Context: an optimization exercise on an open-source flow, tuned for small area. The choices shown serve that exercise and are no tape-out recipe. Only simulation tests tie the RTL to the original design; equivalence was not proved. Power and IR drop assume default switching activity.

## fjord
==> flow/design.v (excerpt) <==
module isb_top (
    input  logic            clk,
    input  logic            rst_i,
    input  logic            access_v_i,
    input  isb_pkg::pc_t    access_pc_i,
    input  isb_pkg::paddr_t access_addr_i,
    output logic            prefetch_v_o,
    output isb_pkg::paddr_t prefetch_addr_o
);
export LEC_CHECK = 0
export CAP_MARGIN = 20
export CORE_MARGIN = 2
export CORE_UTILIZATION = 65
export PLACE_DENSITY = 0.75
export SLEW_MARGIN = 20
export CTS_ARGS = -sink_clustering_enable -repair_clock_nets -dont_use_dummy_load -buf_list sky130_fd_sc_hd__clkbuf_8 -sink_clustering_size 16 -sink_clustering_max_diameter 45
export BUFFER_PORTS_ARGS = -buffer_cell sky130_fd_sc_hd__buf_1
create_clock -name core_clock -period 10.0 [get_ports {clk}]
standard.sh (not shown) runs the stock make flow with config.mk's settings and CLKGATE_MAP_FILE= SYNTH_SCRIPT=/design/flow/synth_recipe.tcl, a recipe that flattens the netlist after the stock synthesis.
==> flow/flow/run.sh <==
#!/bin/bash
set -euo pipefail
cat >> config.mk <<'EOC'
export CTS_ARGS = -sink_clustering_enable -repair_clock_nets -dont_use_dummy_load -buf_list sky130_fd_sc_hd__clkbuf_8 -sink_clustering_size 16 -sink_clustering_max_diameter 45
export BUFFER_PORTS_ARGS = -buffer_cell sky130_fd_sc_hd__buf_1
EOC
bash standard.sh > standard.log 2>&1
fjord completed end to end with timing, DRC and antenna clean.
The following lists how juniper was set up differently from fjord:
- swapping -sink_clustering_enable -repair_clock_nets -dont_use_dummy_load -buf_list sky130_fd_sc_hd__clkbuf_8 -sink_clustering_size 16 -sink_clustering_max_diameter 45 for -sink_clustering_enable -repair_clock_nets -buf_list sky130_fd_sc_hd__clkbuf_8 -dont_use_dummy_load -sink_buffer_max_cap_derate 0.05 in CTS_ARGS
==> flow/flow/run.sh <==
#!/bin/bash
set -euo pipefail
cat >> config.mk <<'EOC'
export CTS_ARGS = -sink_clustering_enable -repair_clock_nets -buf_list sky130_fd_sc_hd__clkbuf_8 -dont_use_dummy_load -sink_buffer_max_cap_derate 0.05
export BUFFER_PORTS_ARGS = -buffer_cell sky130_fd_sc_hd__buf_1
EOC
bash standard.sh > standard.log 2>&1
### Flow results
Result for fjord and juniper: all clean. Leakage power total | juniper above fjord. From fjord to juniper the numbers moved as follows: number of cells after detailed placement essentially unchanged; non-clock buffer count climbed 1; overall power consumption increased by about 7% relative to the old numbers; overall fraction of global-route tracks in use grew by 0.39 points. juniper vs. fjord: finished layout cell area higher, met3 wirelength from detailed routing went up, first-pass GRT wire length shows an increase of 2700 um.
[inputs] maple vs juniper
- CTS_ARGS now -sink_clustering_enable -repair_clock_nets -dont_use_dummy_load -buf_list sky130_fd_sc_hd__clkbuf_8 -sink_clustering_size 16 -sink_clustering_max_diameter 55, was -sink_clustering_enable -repair_clock_nets -buf_list sky130_fd_sc_hd__clkbuf_8 -dont_use_dummy_load -sink_buffer_max_cap_derate 0.05
==> flow/flow/run.sh <==
#!/bin/bash
set -euo pipefail
cat >> config.mk <<'EOC'
export CTS_ARGS = -sink_clustering_enable -repair_clock_nets -dont_use_dummy_load -buf_list sky130_fd_sc_hd__clkbuf_8 -sink_clustering_size 16 -sink_clustering_max_diameter 55
export BUFFER_PORTS_ARGS = -buffer_cell sky130_fd_sc_hd__buf_1
EOC
bash standard.sh > standard.log 2>&1
==> comparison <==
Between juniper and maple, count of non-filler cells in the finished layout is lower for maple, juniper comes in above that. Row clock network power share: maple lower / juniper higher. Changes observed in maple relative to juniper: post-route cell area decreased about 2.2%; utilization fell by 1.6 points; via density per instance shows a reduction of 0.37%. Share of the final layout cell area in sequential cells (higher): maple.
#### Input delta (raven over maple)
- PLACE_DENSITY: 0.75 -> 0.85
- CORE_UTILIZATION: 65 -> 75
- CTS_ARGS: -sink_clustering_enable -repair_clock_nets -dont_use_dummy_load -buf_list sky130_fd_sc_hd__clkbuf_8 -sink_clustering_size 16 -sink_clustering_max_diameter 55 -> -sink_clustering_enable -repair_clock_nets -dont_use_dummy_load -buf_list sky130_fd_sc_hd__clkbuf_8 -sink_clustering_size 14 -sink_clustering_max_diameter 60
==> flow/flow/run.sh <==
#!/bin/bash
set -euo pipefail
cat >> config.mk <<'EOC'
export CTS_ARGS = -sink_clustering_enable -repair_clock_nets -dont_use_dummy_load -buf_list sky130_fd_sc_hd__clkbuf_8 -sink_clustering_size 14 -sink_clustering_max_diameter 60
export BUFFER_PORTS_ARGS = -buffer_cell sky130_fd_sc_hd__buf_1
EOC
bash standard.sh > standard.log 2>&1
==> comparison <==
The final layout from raven, which completed every stage, passed the timing, design-rule and antenna checks at the end of the flow. raven ends up with a worst setup slack after layout that is 410 ps lower than in maple. maple has higher number of diodes added for antenna fixing than raven. Between maple and raven, the clock tree cell share of total cell area does not differ in any meaningful way. raven against maple: area overhead of the layout relative to synthesis decreased by 0.55 points relative to the old numbers, overall routing resource usage increased by 9.1 points relative to the old numbers, actual slew at the worst max-slew pin increased by 35 ps relative to the old numbers.

-- separate check: timing with driven ports --
No port has a modelled driver above. Below, the same layouts with a new extraction and two added sets of constraints. Step 1 (the two cells are an assumption about what drives the block):
set clk [get_ports {clk}]
set_driving_cell -lib_cell sky130_fd_sc_hd__clkbuf_16 $clk
set_driving_cell -lib_cell sky130_fd_sc_hd__buf_2 [delete_from_list [all_inputs] $clk]
Step 2 moves the port delays by t, midway between the first and last clock arrival at a register: inputs arrive t later, outputs are due t later. That takes back most of the time a late clock gives input paths. Three values: ideal, step 1, step 2; two values: the first two.
run	t (ns)	setup slack, ns	hold slack, ns
fjord	0.864	1.601 / 1.627 / 0.763	0.460 / 0.460 / 0.460
juniper	0.898	1.678 / 1.704 / 0.806	0.458 / 0.458 / 0.458
maple	0.801	1.626 / 1.650 / 0.849	0.457 / 0.457 / 0.457
raven	0.855	1.221 / 1.255 / 0.401	0.466 / 0.466 / 0.466
After both steps every run listed still meets setup and hold. The setup slack of juniper, which loses most, moves by +0.026 ns with the drivers and by -0.872 ns with both steps.
